What follows belongs to an exercise in optimizing a design on an open flow for small area; a production flow would make more cautious choices. In this exercise RTL edits were held to simulation tests only and were not proved equivalent to the original. No activity file was given, so power comes from the tool's default toggle rates.

==> flow/design.v <==
package display_pkg;
    localparam int hcount_w  = 11;     
    localparam int vcount_w  = 10;     
    localparam int rgb_w     = 12;     
    localparam int ow = 2 + hcount_w + vcount_w;
    localparam int pw = 1 + hcount_w + vcount_w;
    localparam int num_obj    = 5;     
    localparam int num_hearts = 3;
    localparam int score_max  = 999;   
    localparam int char_x = 10;
    localparam int char_w = 45;
    localparam int char_h = 40;
    localparam int coll_w  = 15;
    localparam int coll_h  = 16;
    localparam int shark_w = 40;
    localparam int shark_h = 20;
    localparam int heart_y  = 20;
    localparam int heart_w  = 40;
    localparam int heart_h  = 40;
    localparam int heart_x0 = 20;      
    localparam int heart_dx = 60;      
    localparam logic [rgb_w-1:0] color_char        = 12'hFA0;
    localparam logic [rgb_w-1:0] color_coll        = 12'hFF0;
    localparam logic [rgb_w-1:0] color_shark       = 12'h888;
    localparam logic [rgb_w-1:0] color_heart_full  = 12'hF00;
    localparam logic [rgb_w-1:0] color_heart_empty = 12'h444;
    localparam logic [rgb_w-1:0] color_sky         = 12'hBDF;   
    localparam logic [rgb_w-1:0] color_water       = 12'h00F;   
    localparam logic [1:0] kind_coll  = 2'd0;
    localparam logic [1:0] kind_shark = 2'd1;
    typedef struct packed {
        logic [1:0]          kind;
        logic [hcount_w-1:0] x;
        logic [vcount_w-1:0] y;
    } obj_word_t;
    typedef struct packed {
        logic                valid;
        logic [hcount_w-1:0] x;   
        logic [vcount_w-1:0] y;   
    } place_t;
    typedef struct packed {
        logic [3:0] hundreds;
        logic [3:0] tens;
        logic [3:0] ones;
    } digits_t;
endpackage
module frame_decode (
    input  logic                                          vclock,
    input  logic                                          reset,
    input  logic                                          vsync,    
    input  logic [display_pkg::vcount_w-1:0]              p_vpos,   
    input  logic [display_pkg::num_obj*display_pkg::ow-1:0] obj_words,
    input  logic [9:0]                                    score,
    input  logic [1:0]                                    health,
    output logic [display_pkg::pw-1:0]                    char_place,
    output logic [display_pkg::num_obj*display_pkg::pw-1:0] coll_places,
    output logic [display_pkg::num_obj*display_pkg::pw-1:0] shark_places,
    output logic [display_pkg::num_hearts-1:0]            heart_full,
    output logic [11:0]                                   digits
);
    localparam int hw = display_pkg::hcount_w;
    localparam int vw = display_pkg::vcount_w;
    localparam int ow = display_pkg::ow;
    localparam int pw = display_pkg::pw;
    logic                  vsync_q;      
    logic                  vsync_fall;
    logic [9:0]            score_c;      
    logic [15:0]           hund_prod;
    logic [3:0]            hund;
    logic [6:0]            rem;          
    logic [14:0]           tens_prod;
    logic [3:0]            tens;
    logic [3:0]            ones;
    logic [display_pkg::num_hearts-1:0] fill;
    logic                  char_valid;
    logic [vw-1:0]         char_y;       
    assign vsync_fall = ~vsync & vsync_q;
    assign score_c = (score > 10'(display_pkg::score_max)) ? 10'(display_pkg::score_max) : score;
    assign hund_prod = 16'(score_c) * 16'd41;
    assign hund      = hund_prod[15:12];
    assign rem       = 7'(score_c - hund * 10'd100);
    assign tens_prod = 15'(rem) * 15'd205;
    assign tens      = tens_prod[14:11];
    assign ones      = 4'(rem - tens * 7'd10);
    for (genvar k = 0; k < display_pkg::num_hearts; k++) begin : g_fill
        assign fill[k] = health > 2'(k);
    end
    always_ff @(posedge vclock) begin
        if (reset) begin
            vsync_q          <= 1'b1;
            char_valid       <= 1'b0;
            heart_full       <= '0;
            digits           <= '0;
        end else begin
            vsync_q <= vsync;
            if (vsync_fall) begin
                char_valid <= 1'b1;
                char_y     <= p_vpos;
                heart_full <= fill;
                digits     <= {hund, tens, ones};
            end
        end
    end
    assign char_place = {char_valid, hw'(display_pkg::char_x), char_y};
    for (genvar i = 0; i < display_pkg::num_obj; i++) begin : g_slot
        logic [ow-1:0]    word;
        logic [1:0]       kind;
        logic             c_valid;
        logic             s_valid;
        logic [hw+vw-1:0] c_pos;
        logic [hw+vw-1:0] s_pos;
        assign word = obj_words[i*ow +: ow];
        assign kind = word[ow-1 -: 2];
        always_ff @(posedge vclock) begin
            if (reset) begin
                c_valid <= 1'b0;
                s_valid <= 1'b0;
            end else if (vsync_fall) begin
                c_valid <= (word != '0) && (kind == display_pkg::kind_coll);
                s_valid <= (word != '0) && (kind == display_pkg::kind_shark);
            end
        end
        always_ff @(posedge vclock) begin
            if (!reset && vsync_fall) begin
                c_pos <= word[hw+vw-1:0];
                s_pos <= word[hw+vw-1:0];
            end
        end
        assign coll_places[i*pw +: pw]  = {c_valid, c_pos};
        assign shark_places[i*pw +: pw] = {s_valid, s_pos};
    end
endmodule
module sprite_hit_array #(
    parameter int count = 1,    
    parameter int spr_w = 8,    
    parameter int spr_h = 8     
) (
    input  logic                             vclock,
    input  logic                             reset,
    input  logic [count*display_pkg::pw-1:0] places,   
    input  logic [display_pkg::hcount_w-1:0] hcount,
    input  logic [display_pkg::vcount_w-1:0] vcount,
    output logic [count-1:0]                 hits
);
    localparam int hw = display_pkg::hcount_w;
    localparam int vw = display_pkg::vcount_w;
    localparam int pw = display_pkg::pw;
    logic [count-1:0] in_box;   
    for (genvar i = 0; i < count; i++) begin : g_box
        logic              valid;
        logic [hw-1:0]     px;      
        logic [vw-1:0]     py;      
        logic [hw:0]       x_end;   
        logic [vw:0]       y_end;
        logic              in_x;
        logic              in_y;
        assign valid = places[i*pw + pw-1];
        assign px    = places[i*pw + vw +: hw];
        assign py    = places[i*pw +: vw];
        assign x_end = {1'b0, px} + (hw + 1)'(spr_w - 1);   
        assign y_end = {1'b0, py} + (vw + 1)'(spr_h - 1);   
        assign in_x = (hcount >= px) && ({1'b0, hcount} <= x_end);
        assign in_y = (vcount >= py) && ({1'b0, vcount} <= y_end);
        assign in_box[i] = valid && in_x && in_y;
    end
    always_ff @(posedge vclock) begin
        if (reset) begin
            hits <= '0;
        end else begin
            hits <= in_box;
        end
    end
endmodule
module pixel_compose (
    input  logic                               vclock,
    input  logic                               reset,
    input  logic                               char_hit,
    input  logic [display_pkg::num_obj-1:0]    coll_hits,
    input  logic [display_pkg::num_obj-1:0]    shark_hits,
    input  logic [display_pkg::num_hearts-1:0] heart_hits,
    input  logic [display_pkg::num_hearts-1:0] heart_full,
    input  logic [display_pkg::vcount_w-1:0]   vcount,
    input  logic [display_pkg::vcount_w-1:0]   wave_prof,   
    output logic [display_pkg::rgb_w-1:0]      rgb
);
    logic             above_q;       
    logic             primed;        
    logic [display_pkg::rgb_w-1:0] heart_color;
    logic [display_pkg::rgb_w-1:0] color_next;
    always_ff @(posedge vclock) begin
        if (reset) begin
            primed <= 1'b0;
        end else begin
            primed <= 1'b1;
        end
    end
    always_ff @(posedge vclock) begin
        above_q <= (vcount <= wave_prof);   
    end
    always_comb begin
        heart_color = display_pkg::color_heart_empty;
        for (int k = display_pkg::num_hearts - 1; k >= 0; k--) begin
            if (heart_hits[k]) begin
                heart_color = heart_full[k] ? display_pkg::color_heart_full : display_pkg::color_heart_empty;
            end
        end
    end
    always_comb begin
        if (char_hit) begin
            color_next = display_pkg::color_char;         
        end else if (|coll_hits) begin
            color_next = display_pkg::color_coll;
        end else if (|shark_hits) begin
            color_next = display_pkg::color_shark;
        end else if (|heart_hits) begin
            color_next = heart_color;        
        end else if (above_q) begin
            color_next = display_pkg::color_sky;
        end else begin
            color_next = display_pkg::color_water;
        end
    end
    always_ff @(posedge vclock) begin
        if (reset) begin
            rgb <= '0;                       
        end else begin
            rgb <= primed ? color_next : '0;
        end
    end
endmodule
module display_top (
    input  logic         vclock,
    input  logic         reset,
    input  logic         vsync,       
    input  logic [10:0]  hcount,      
    input  logic [9:0]   vcount,      
    input  logic [9:0]   wave_prof,
    input  logic [9:0]   p_vpos,
    input  logic [114:0] obj_words,   
    input  logic [9:0]   score,
    input  logic [1:0]   health,
    output logic [11:0]  rgb,
    output logic [11:0]  digits       
);
    localparam int hw = display_pkg::hcount_w;
    localparam int vw = display_pkg::vcount_w;
    localparam int pw = display_pkg::pw;
    localparam int num_obj    = display_pkg::num_obj;
    localparam int num_hearts = display_pkg::num_hearts;
    logic [pw-1:0]            char_place;      
    logic [num_obj*pw-1:0]    coll_places;
    logic [num_obj*pw-1:0]    shark_places;
    logic [num_hearts*pw-1:0] heart_places;
    logic [num_hearts-1:0]    heart_full;
    logic                     char_hit;
    logic [num_obj-1:0]       coll_hit;
    logic [num_obj-1:0]       shark_hit;
    logic [num_hearts-1:0]    heart_hit;
    for (genvar k = 0; k < num_hearts; k++) begin : g_heart
        assign heart_places[k*pw +: pw] = {1'b1,
                                           hw'(display_pkg::heart_x0 + k * display_pkg::heart_dx),
                                           vw'(display_pkg::heart_y)};
    end
    frame_decode decode (
        .vclock(vclock), .reset(reset), .vsync(vsync),
        .p_vpos(p_vpos), .obj_words(obj_words), .score(score), .health(health),
        .char_place(char_place), .coll_places(coll_places),
        .shark_places(shark_places), .heart_full(heart_full), .digits(digits)
    );
    sprite_hit_array #(.count(1), .spr_w(display_pkg::char_w), .spr_h(display_pkg::char_h)) char_hits (
        .vclock(vclock), .reset(reset), .places(char_place),
        .hcount(hcount), .vcount(vcount), .hits(char_hit)
    );
    sprite_hit_array #(.count(num_obj), .spr_w(display_pkg::coll_w), .spr_h(display_pkg::coll_h)) coll_hits (
        .vclock(vclock), .reset(reset), .places(coll_places),
        .hcount(hcount), .vcount(vcount), .hits(coll_hit)
    );
    sprite_hit_array #(.count(num_obj), .spr_w(display_pkg::shark_w), .spr_h(display_pkg::shark_h)) shark_hits (
        .vclock(vclock), .reset(reset), .places(shark_places),
        .hcount(hcount), .vcount(vcount), .hits(shark_hit)
    );
    sprite_hit_array #(.count(num_hearts), .spr_w(display_pkg::heart_w), .spr_h(display_pkg::heart_h)) heart_hits (
        .vclock(vclock), .reset(reset), .places(heart_places),
        .hcount(hcount), .vcount(vcount), .hits(heart_hit)
    );
    pixel_compose compose (
        .vclock(vclock), .reset(reset),
        .char_hit(char_hit), .coll_hits(coll_hit), .shark_hits(shark_hit),
        .heart_hits(heart_hit), .heart_full(heart_full),
        .vcount(vcount), .wave_prof(wave_prof), .rgb(rgb)
    );
endmodule
==> flow/run.sh <==
#!/bin/bash
# synth_recipe.tcl (not shown) runs the flow's synth.tcl, then flattens the netlist and writes it again
# the make line also repeats each setting of config.mk as NAME=value (left out here)
make -C /OpenROAD-flow-scripts/flow DESIGN_CONFIG=/design/flow/config.mk WORK_HOME=/design/flow/orfs CLKGATE_MAP_FILE= SYNTH_SCRIPT=/design/flow/synth_recipe.tcl finish
==> flow/config.mk <==
export PLATFORM = sky130hd
export DESIGN_NAME = display_top
export DESIGN_NICKNAME = display_top
export VERILOG_FILES = /design/flow/design.v
export SDC_FILE = /design/flow/constraint.sdc
export NUM_CORES = 4
export LEC_CHECK = 0
export CAP_MARGIN = 20
export CORE_MARGIN = 2
export CORE_UTILIZATION = 40
export PLACE_DENSITY = 0.6
export SLEW_MARGIN = 20
==> flow/constraint.sdc <==
create_clock -name core_clock -period 12.5 [get_ports {vclock}]
set_input_delay 2.5000 -clock core_clock [delete_from_list [all_inputs] [get_ports {vclock}]]
set_output_delay 2.5000 -clock core_clock [all_outputs]
set_load 0.01 [all_outputs]
==> summary.txt <==
[sequential cells by signal, summed over array words and instances (netlist names)]
signal,count
compose.primed,1
decode.g_slot.c_valid,5
decode.char_valid,1
shark_hits.hits,5
decode.vsync_q,1
coll_hits.hits,5
decode.char_y,10
heart_hits.hits,3
decode.g_slot.c_pos,105
decode.g_slot.s_valid,5
compose.above_q,1
decode.heart_full,3
compose.rgb,10
char_hits.hits,1
decode.digits,12
[worst max path at each step]
stage	start	endpoint	slack, ns	cells past startpoint
floorplan	score[6]	decode.digits[3]	1.87	41
global placement	score[6]	decode.digits[3]	0.64	42
detailed placement	score[6]	decode.digits[3]	0.37	42
CTS	score[6]	decode.digits[3]	0.85	42
global route	score[6]	decode.digits[3]	0.09	42
finish	score[6]	decode.digits[3]	0.80	42
[stage by stage]
stage / setup slack (ns) / hold slack [ns] / cell area, um2
2_1_floorplan: 1.871 / 0.4312 / 17940
3_3_place_gp: 0.6374 / 0.4501 / 20740
3_5_place_dp: 0.3739 / 0.4502 / 20740
4_1_cts: 0.8472 / 0.4629 / 21290
5_1_grt: 0.08505 / 0.4828 / 21300
6_report: 0.7972 / 0.4607 / 21300
[layout make-up]
class / count / share of cell area
well taps: 592 / 0.03478
inverters: 194 / 0.03419
flip-flops and latches: 168 / 0.2120
multi-input cells: 1585 / 0.5932
repair buffers: 218 / 0.09964
clock inverters: 11 / 0.003349
clock buffers: 21 / 0.02262
diodes: 2 / 0.0002350
[critical path: cells and delay by family]
family	cells	cell delay, ns
AO/OA/AOI/OAI	9	2.14
adder cells (fa/ha/maj)	13	4.36
XOR/XNOR	5	0.93
AND/OR/NAND/NOR	6	1.06
buffers and inverters	9	1.06
[layer usage]
metal / global-route usage / vias up / wire length [um]
met4: 0.07678 / 0 / 1320
met5: 0 / - / 0
met1: 0.2980 / 7218 / 24270
met3: 0.03904 / 61 / 2587
li1: - / 7675 / -
met2: 0.3755 / 395 / 24030
[power breakdown]
group          switching [uW]  internal (uW)
Combinational            1150            969
Clock                     232            274
Sequential               26.7            629
[kinds of logic (layout without fill, tap and decap cells)]
family | Yosys count | in the layout
flops | 168 | 168
xor+xnor | 186 | 186
simple gates | 549 | 549
other cells | 0 | 2
buf+inv | 212 | 444
fa+ha+maj | 434 | 434
compound gates | 416 | 416
[synthesized netlist by cell type, types with 14 or more instances]
cell,count
a21o_1,42
o21ai_0,98
nor2b_1,27
edfxtp_1,115
ha_1,421
nor2_1,111
nand2_1,138
nand4_1,56
nor4_1,42
a31oi_1,25
nand2b_1,24
xnor2_1,178
dfxtp_1,53
nor3_1,45
a21oi_1,97
inv_1,194
nand3_1,39
a2111oi_0,14
and3_1,18
clkbuf_1,15
o21a_1,43
==> impl_metrics.yaml <==
cts:
  cts_tree: "done"
  post-cts-setup-buffer-count: 0
  cts.sinks: 168
  cts_root_buf: "clkbuf_16"
  cts_resized: 0
  cts_hold_buf: 0
  numCtsBuffers: 17
  clk_pin_slew_ns: 0.07
  clock_tree.buffer_depth: 2
  htreeDepth: 4
  clk_latency_ns: 0.47
detailed_routing:
  ant_nets: 0
  drcViolationCount: 0
  wl_per_cell_um: 18.71
  via_count: 15350
  routed_wl_um: 52210
  first_pass_iters: 5
  drt-initial-drc-count: 832
  vias_per_cell: 5.499
sta:
  slew_viol_final: 0
  post-route-period-util: 0.9362
  max_freq_mhz: 85.45
  finalSetupViolCount: 0
  fin_worst_skew_ns: 0.01230
  tightestPinTransition_ns: 1.064
  hold_viol: 0
  rsz0062_at_grt: "no"
  slew_headroom: 0.2843
  post-route-min-period_ns: 11.70
  setup-tns-final_ns: 0
global_route:
  grt_overflow: 0
  grt_usage: 0.2267
  grt_first_pass_wirelength_um: 82700
  grt_start_max_net_pins: 57
  antenna_found_initial: 3
  grt_pass1_vias: 15640
worst_setup_path:
  reg2reg_slack_ns: 9.08
  rr_worst_depth: 12
  worstPathArrival_ns: 12.07
  slowest_stage: "clkdlybuf4s50_1"
  end_kind: "flop"
  critPathMaxFanout: 5
  slowest_delay_ns: 0.59
  critPathRequiredTime_ns: 12.87
  critPathKind: "primary input to flop"
  start_kind: "primary input"
  reg2reg_from: "decode.g_slot[1].c_pos[11]"
  cpMostUsedCell: "ha_1"
  timing.rr.end: "shark_hits.hits[1]"
yosys:
  synth_mux_area_frac: 0
  async_flop_share: 0
  yosys_warnings: 6
  ys_ff_latch: 168
  syn_inst: 1965
  synth_edf_count: 115
  synthesis.area_mm2: 0.01794
  synthXorXnorAreaFrac: 0.09080
  synth.top_cells.by_area: "ha_1, edfxtp_1, xnor2_1, dfxtp_1, inv_1"
  synth.net_count: 2570
  synth_compound_area_frac: 0.1507
  synth_area_leader_cell: "ha_1"
  yosysUniqueCellTypes: 64
  synth_top_area_share: 0.2936
  synth_top_family_by_area: "adder cells"
  synth-simple-area-share: 0.1540
  syn_avg_cell_area_um2: 9.130
  synth_flop_cell: "edfxtp_1"
  ys_seq_area_frac: 0.2516
  synthAdderAreaFrac: 0.3081
floorplan:
  pin_count: 195
  die_h_um: 215.8
  dieArea_mm2: 0.04656
  num_rows: 77
  start_util: 0.4057
  core_area_mm2: 0.04422
  die_width_um: 215.8
cells_and_area:
  fin_util: 0.4816
  fillCellCount: 4184
  seq_area_mm2: 0.004514
  area_growth_pct: 18.70
  nets: 2789
  drive_above_1_share: 0.03232
  multiInputGateArea_mm2: 0.01263
  final_cells: 2791
  final_cell_mix: "ha_1, inv_1, clkdlybuf4s50_1"
  final_common_cell: "ha_1"
worst_hold_path:
  hold_depth: 2
  min_from: "decode.digits[5]"
  worstHoldEndpoint: "decode.digits[5]"
  hold_class: "flop to flop"
placement:
  place_congestion: 0.8791
  dp_hpwl_um: 41050
  io_buffers: 194
  dp_cells: 2757
pwr:
  vdd_drop_max_mv: 0.3728
  p_leak_uw: 0.009243
  power.density_mw_per_mm2: 154.1
  total_power_uw: 3283
flow_run:
  cap_violations: 0
run_status:
  status: "finished clean"

## static timing again, ports no longer ideal
The flow's constraints put no driver on any port. The routed layout listed below was extracted and timed again, unchanged, in two steps. Step 1 (the two cells are an assumption about what drives the block):
set clk [get_ports {vclock}]
set_driving_cell -lib_cell sky130_fd_sc_hd__clkbuf_16 $clk
set_driving_cell -lib_cell sky130_fd_sc_hd__buf_2 [delete_from_list [all_inputs] $clk]
Step 2, shift: input delay + t, output delay - t, t = (earliest + latest rising clock arrival at the registers) / 2. This alone moves slack from input paths to output paths. Three values: no drivers, after step 1, after step 2; two values: the first two.
t, ns: 0.515
setup slack, ns: 0.797 / 0.823 / 0.308
worst setup path at the end: input to register
After both steps this run still meets setup and hold. For this run, drivers alone change the setup slack by +0.026 ns; drivers and shift together by -0.489 ns.
